This design comes from an exercise in tuning for small area on the open sky130 flow, not from production work.
Function was checked by simulation only, so behaviour that the tests miss may differ from the original.
No activity file was given, so power comes from the tool's default toggle rates.

build 21:
## modbus_rtu_register_slave
module modbus_rtu_register_slave (
    input  logic        i_clk,
    input  logic        i_rst_n,
    input  logic        i_cfg_wr_en,
    input  logic [7:0]  i_cfg_wr_data,
    input  logic        i_valid,
    output logic        o_ready,
    input  logic [1:0]  i_func,
    input  logic [7:0]  i_rx_byte,
    input  logic        i_frame_end,
    input  logic [3:0]  i_host_index,
    input  logic [15:0] i_host_value,
    output logic        o_valid,
    input  logic        i_ready,
    output logic        o_kind,
    output logic [7:0]  o_tx_byte,
    output logic        o_last,
    output logic [15:0] o_read_value
);
    logic [3:0]  r_st;
    logic [4:0]  r_pos;      
    logic [7:0]  r_reg [32];
    logic [7:0]  r_buf [32];  
    logic [5:0]  r_c;        
    logic        r_full;
    logic [7:0]  r_sid;
    logic        r_aok;      
    logic        r_abc;      
    logic [7:0]  r_fn;
    logic        r_bs;       
    logic [3:0]  r_start;
    logic        r_ch;       
    logic [4:0]  r_cnt;
    logic        r_bcq;      
    logic        r_lenhit;   
    logic [1:0]  r_code;     
    logic        r_echo;     
    logic        r_ovalid;
  ...
==> flow/config.mk <==
export PLATFORM = sky130hd
export DESIGN_NAME = modbus_rtu_register_slave
export DESIGN_NICKNAME = modbus_rtu_register_slave
export VERILOG_FILES = /design/flow/design.v
export SDC_FILE = /design/flow/constraint.sdc
export NUM_CORES = 4
export LEC_CHECK = 0
export CAP_MARGIN = 20
export CORE_MARGIN = 2
export CORE_UTILIZATION = 40
export SLEW_MARGIN = 20
==> flow/constraint.sdc <==
create_clock -name core_clock -period 10.0 [get_ports {i_clk}]
set_input_delay 2.0000 -clock core_clock [delete_from_list [all_inputs] [get_ports {i_clk}]]
set_output_delay 2.0000 -clock core_clock [all_outputs]
set_load 0.01 [all_outputs]
standard.sh (not shown) runs the stock make flow with config.mk's settings and CLKGATE_MAP_FILE= SYNTH_SCRIPT=/design/flow/synth_recipe.tcl, a recipe that flattens the netlist after the stock synthesis.
==> flow/flow/run.sh <==
#!/bin/bash
# Own layout flow: the standard synthesis, then an area-oriented re-mapping of the
# combinational cells (registers kept as they are, same instances and names), then the
# standard ORFS layout with smaller port buffers and a coarser clock tree without dummy loads.
# Each tool writes its full output to its own log file in the work folder.
set -euo pipefail
WORK=$(pwd)
RES=$WORK/orfs/results/$FLOW_PLATFORM/modbus_rtu_register_slave/base
LIB=$FLOW_HOME/platforms/$FLOW_PLATFORM/lib/sky130_fd_sc_hd__tt_025C_1v80.lib
CTS_SET=$(cat "$WORK/flow/cts.args")

bash standard.sh synth > "$WORK/flow_synth.log" 2>&1

cp "$RES/1_2_yosys.v" "$WORK/synth_standard.v"
if ! grep -oE "sky130_fd_sc_hd__[a-z0-9_]+" "$WORK/synth_standard.v" | sort -u \
      | grep -E "__(df|edf|sdf|dl|sedf)" | grep -qvE "__(dfxtp_1|edfxtp_1)$"; then
  best=""
  best_area=""
  # run_remap TAG SCRIPT SEED: one re-mapping attempt, in the background
  run_remap() {
    sed -e "s#@SEED@#$3#g" "$WORK/flow/$2" > "$WORK/remap_$1.abc"
    sed -e "s#@LIB@#$LIB#g" -e "s#@IN@#$WORK/synth_standard.v#g" -e "s#@OUT@#$WORK/synth_remap_$1.v#g" \
        -e "s#@FLOW@#$WORK/flow#g" -e "s#@ABC@#$WORK/remap_$1.abc#g" \
        "$WORK/flow/remap.ys" > "$WORK/remap_$1.ys"
    (timeout 1800 yosys -s "$WORK/remap_$1.ys" > "$WORK/flow_remap_$1.log" 2>&1 || true) &
  }
  pick() {
    for tag in "$@"; do
      if [[ -s "$WORK/synth_remap_$tag.v" ]] && grep -q "Found and reported 0 problems" "$WORK/flow_remap_$tag.log"; then
        area=$(grep "Chip area" "$WORK/flow_remap_$tag.log" | tail -1 | awk '{print $NF}')
        echo "$tag: $area" >> "$WORK/flow_remap_pick.log"
        if [[ -z "$best" ]] || awk -v a="$area" -v b="$best_area" 'BEGIN{exit !(a < b)}'; then
          best=$tag
          best_area=$area
        fi
      else
        echo "$tag: failed" >> "$WORK/flow_remap_pick.log"
      fi
    done
  }
  for seed in 1 2 3 4; do run_remap "a$seed" remap_a.abc $seed; done
  wait
  for seed in 1 2 3 4; do run_remap "b$seed" remap_b.abc $seed; done
  wait
  pick a1 a2 a3 a4 b1 b2 b3 b4
  if [[ -z "$best" ]]; then
    run_remap c1 remap_c.abc 1
    wait
    pick c1
  fi
  if [[ -n "$best" ]]; then
    echo "picked seed $best: $best_area" >> "$WORK/flow_remap_pick.log"
    cp "$WORK/synth_remap_$best.v" "$RES/1_2_yosys.v"
    rm -f "$RES/1_synth.odb" "$RES/1_synth.sdc"
  fi
fi

bash standard.sh \
  "BUFFER_PORTS_ARGS=-buffer_cell sky130_fd_sc_hd__buf_1" \
  "CTS_ARGS=-sink_clustering_enable -repair_clock_nets -dont_use_dummy_load $CTS_SET" \
  finish > "$WORK/flow_layout.log" 2>&1
==> flow/flow/README.md <==
Own layout flow. run.sh: standard synthesis (standard.sh synth); the combinational cells are
re-mapped for area with yosys/ABC (remap.ys, remap.abc; registers are blackboxes via stubs.v so
they keep their instances, names and cell types) with two ABC scripts (remap_a.abc, remap_b.abc) on four seeds each, keeping the smallest (remap_c.abc if all fail);
then standard.sh finish with buf_1 port buffers and the clock-tree settings in cts.args.
==> flow/flow/cts.args <==
-sink_clustering_size 22 -sink_clustering_max_diameter 70 -buf_list sky130_fd_sc_hd__clkbuf_8
Other scripts of this flow, unchanged in this note and not shown: flow/flow/remap.ys, flow/flow/remap_a.abc, flow/flow/remap_b.abc, flow/flow/remap_c.abc, flow/flow/stubs.v
Build 21 completed end to end with timing, DRC and antenna clean.
Input-level comparison between build 69 and build 21:
--- a/flow/flow/run.sh
+++ b/flow/flow/run.sh
@@ -39,9 +39,14 @@
     done
   }
-  for seed in 1 2 3 4; do run_remap "a$seed" remap_a.abc $seed; done
-  wait
   for seed in 1 2 3 4; do run_remap "b$seed" remap_b.abc $seed; done
   wait
-  pick a1 a2 a3 a4 b1 b2 b3 b4
+  for seed in 5 6 7 8; do run_remap "b$seed" remap_b.abc $seed; done
+  wait
+  pick b1 b2 b3 b4 b5 b6 b7 b8
+  if [[ -z "$best" ]]; then
+    for seed in 1 2 3 4; do run_remap "a$seed" remap_a.abc $seed; done
+    wait
+    pick a1 a2 a3 a4
+  fi
   if [[ -z "$best" ]]; then
     run_remap c1 remap_c.abc 1
==> flow/flow/README.md <==
Own layout flow. run.sh: standard synthesis (standard.sh synth); the combinational cells are
re-mapped for area with yosys/ABC (remap.ys, remap.abc; registers are blackboxes via stubs.v so
they keep their instances, names and cell types) with ABC script remap_b.abc on eight seeds, keeping the smallest (remap_a.abc, then remap_c.abc, if all fail);
then standard.sh finish with buf_1 port buffers and the clock-tree settings in cts.args.
==> flow/flow/cts.args <==
-sink_clustering_size 20 -sink_clustering_max_diameter 55 -buf_list sky130_fd_sc_hd__clkbuf_8
Results
- Compared with build 21, in build 69 synthesized cell count now sits lower; worst hold margin now sits lower.
- Number of diodes added for antenna fixing in build 69 is 3 above build 21.
- There was hardly any difference in horizontal extent of the die between build 21 and build 69.
- Looking at slowest stage cell on the critical path, the sky130_fd_sc_hd__buf_1 result is from build 21; the sky130_fd_sc_hd__o31ai_1 one comes from build 69.
- Build 69 against build 21: fraction of met3 tracks used by global routing rose by 2.6 points, total via count after detailed routing stayed essentially flat, transition time at the pin with the least slew margin rose by 0.027 ns, met1 wire length fell by about 0.45%, area added between synthesis and finish rose by 0.32 points.
- The combinational fraction of design power of build 69 exceeds that of build 21 by 3.4 points.
Edits applied to the flow inputs when going from build 69 to build 59:
--- a/flow/flow/run.sh
+++ b/flow/flow/run.sh
@@ -39,14 +39,9 @@
     done
   }
+  for seed in 1 2 3 4; do run_remap "a$seed" remap_a.abc $seed; done
+  wait
   for seed in 1 2 3 4; do run_remap "b$seed" remap_b.abc $seed; done
   wait
-  for seed in 5 6 7 8; do run_remap "b$seed" remap_b.abc $seed; done
-  wait
-  pick b1 b2 b3 b4 b5 b6 b7 b8
-  if [[ -z "$best" ]]; then
-    for seed in 1 2 3 4; do run_remap "a$seed" remap_a.abc $seed; done
-    wait
-    pick a1 a2 a3 a4
-  fi
+  pick a1 a2 a3 a4 b1 b2 b3 b4
   if [[ -z "$best" ]]; then
     run_remap c1 remap_c.abc 1
==> flow/flow/README.md <==
Own layout flow. run.sh: standard synthesis (standard.sh synth); the combinational cells are
re-mapped for area with yosys/ABC (remap.ys, remap.abc; registers are blackboxes via stubs.v so
they keep their instances, names and cell types) with two ABC scripts (remap_a.abc, remap_b.abc) on four seeds each, keeping the smallest (remap_c.abc if all fail);
then standard.sh finish with buf_1 port buffers and the clock-tree settings in cts.args.
==> flow/flow/cts.args <==
-sink_clustering_size 20 -sink_clustering_max_diameter 60 -buf_list sky130_fd_sc_hd__clkbuf_8
### Flow results
- Result for build 59 and build 69: all clean
- Run comparison: build 59 endpoint of the most critical setup path r_reg[31][3]; build 69 endpoint of the most critical setup path o_ready
- Final period demand of the worst path sits lower in build 59 than in build 69.
- Build 59 vs build 69: detailed router's first-iteration violation count up by more than a quarter
- Via count: build 59 vs build 69 up 121
Edits applied to the flow inputs when going from build 59 to build 14:
==> flow/flow/cts.args <==
-sink_clustering_size 18 -sink_clustering_max_diameter 50 -buf_list sky130_fd_sc_hd__clkbuf_8
Findings:
| synthesized net count | build 59 vs build 14 | ≈ equal |. Clock network power share (higher): build 14. The mean cell area of the mapped netlist on build 59 is in line with that on build 14. Build 14 has less setup slack than build 59. [compare] base=build 59 new=build 14: initial detailed-routing violation count shows a reduction of about 22%, share of the clock period used by the worst path now sits higher, worst voltage drop across the vdd grid decreased about 9%, top fanout value on the critical path went down 3, core utilization now larger. Build 14 vs build 59 — total wirelength of the detailed-routed design dropped about 0.9%.
For build 43, these inputs were changed with respect to build 14:
--- a/flow/flow/run.sh
+++ b/flow/flow/run.sh
@@ -39,9 +39,14 @@
     done
   }
-  for seed in 1 2 3 4; do run_remap "a$seed" remap_a.abc $seed; done
-  wait
   for seed in 1 2 3 4; do run_remap "b$seed" remap_b.abc $seed; done
   wait
-  pick a1 a2 a3 a4 b1 b2 b3 b4
+  for seed in 5 6 7 8; do run_remap "b$seed" remap_b.abc $seed; done
+  wait
+  pick b1 b2 b3 b4 b5 b6 b7 b8
+  if [[ -z "$best" ]]; then
+    for seed in 1 2 3 4; do run_remap "a$seed" remap_a.abc $seed; done
+    wait
+    pick a1 a2 a3 a4
+  fi
   if [[ -z "$best" ]]; then
     run_remap c1 remap_c.abc 1
==> flow/flow/README.md <==
Own layout flow. run.sh: standard synthesis (standard.sh synth); the combinational cells are
re-mapped for area with yosys/ABC (remap.ys; registers are blackboxes via stubs.v so
they keep their instances, names and cell types) with ABC script remap_b.abc on eight seeds, keeping the smallest (remap_a.abc, then remap_c.abc, if all fail);
then standard.sh finish with buf_1 port buffers and the clock-tree settings in cts.args.
==> flow/flow/cts.args <==
-sink_clustering_size 20 -sink_clustering_max_diameter 55 -buf_list sky130_fd_sc_hd__clkbuf_8
==> run summary <==
The total non-filler cell area in the finished layout of build 43 falls short of that of build 14 by 0.36%. Re reported leakage power: build 14 was higher than build 43. Pin slew with the least headroom to its limit sits lower in build 43 than in build 14. In build 43 relative to build 14, routed metal-1 wire length had gone down slightly. Compared with build 14, build 43 shows a higher sequential power share. Build 14 has a higher total chip power than build 43. Diff build 14 -> build 43: sequential share of layout area has increased, final-layout clock-cell area share has decreased. Proportion of power drawn by the clock network delta for build 43 relative to build 14: 1.2 points lower. [diff] hold slack, build 43 relative to build 14: improvement.

-- separate check: timing with driven ports --
Ports are ideal in the flow. The routed layouts listed here were re-timed in OpenROAD.
Step 1: set_driving_cell puts a clkbuf_16 on i_clk and a buf_2 on each other input, an assumption about the parent block.
Step 2 moves the port delays by t, midway between the first and last clock arrival at a register: inputs arrive t later, outputs are due t later. That takes back most of the time a late clock gives input paths.
a / b / c = ideal / step 1 / step 2; a / b = the first two.
run	t (ns)	setup slack, ns	worst hold slack (ns)	worst slew at a driven data input, ns	pins driven straight from the clock port
build 21	0.565	5.598 / 5.575 / 5.358	0.303 / 0.303 / 0.303	0.08	1
build 69	0.597	5.452 / 5.428 / 5.322	0.274 / 0.274 / 0.274	0.10	1
build 59	0.595	5.490 / 5.490 / 5.345	0.253 / 0.253 / 0.253	0.09	1
build 14	0.609	5.390 / 5.415 / 4.806	0.268 / 0.268 / 0.268	0.08	1
build 43	0.574	5.551 / 5.522 / 5.212	0.304 / 0.304 / 0.304	0.06	1
After both steps setup and hold are still met in every run listed. For build 14, which loses most, drivers alone change the setup slack by +0.025 ns; drivers and shift together by -0.584 ns.
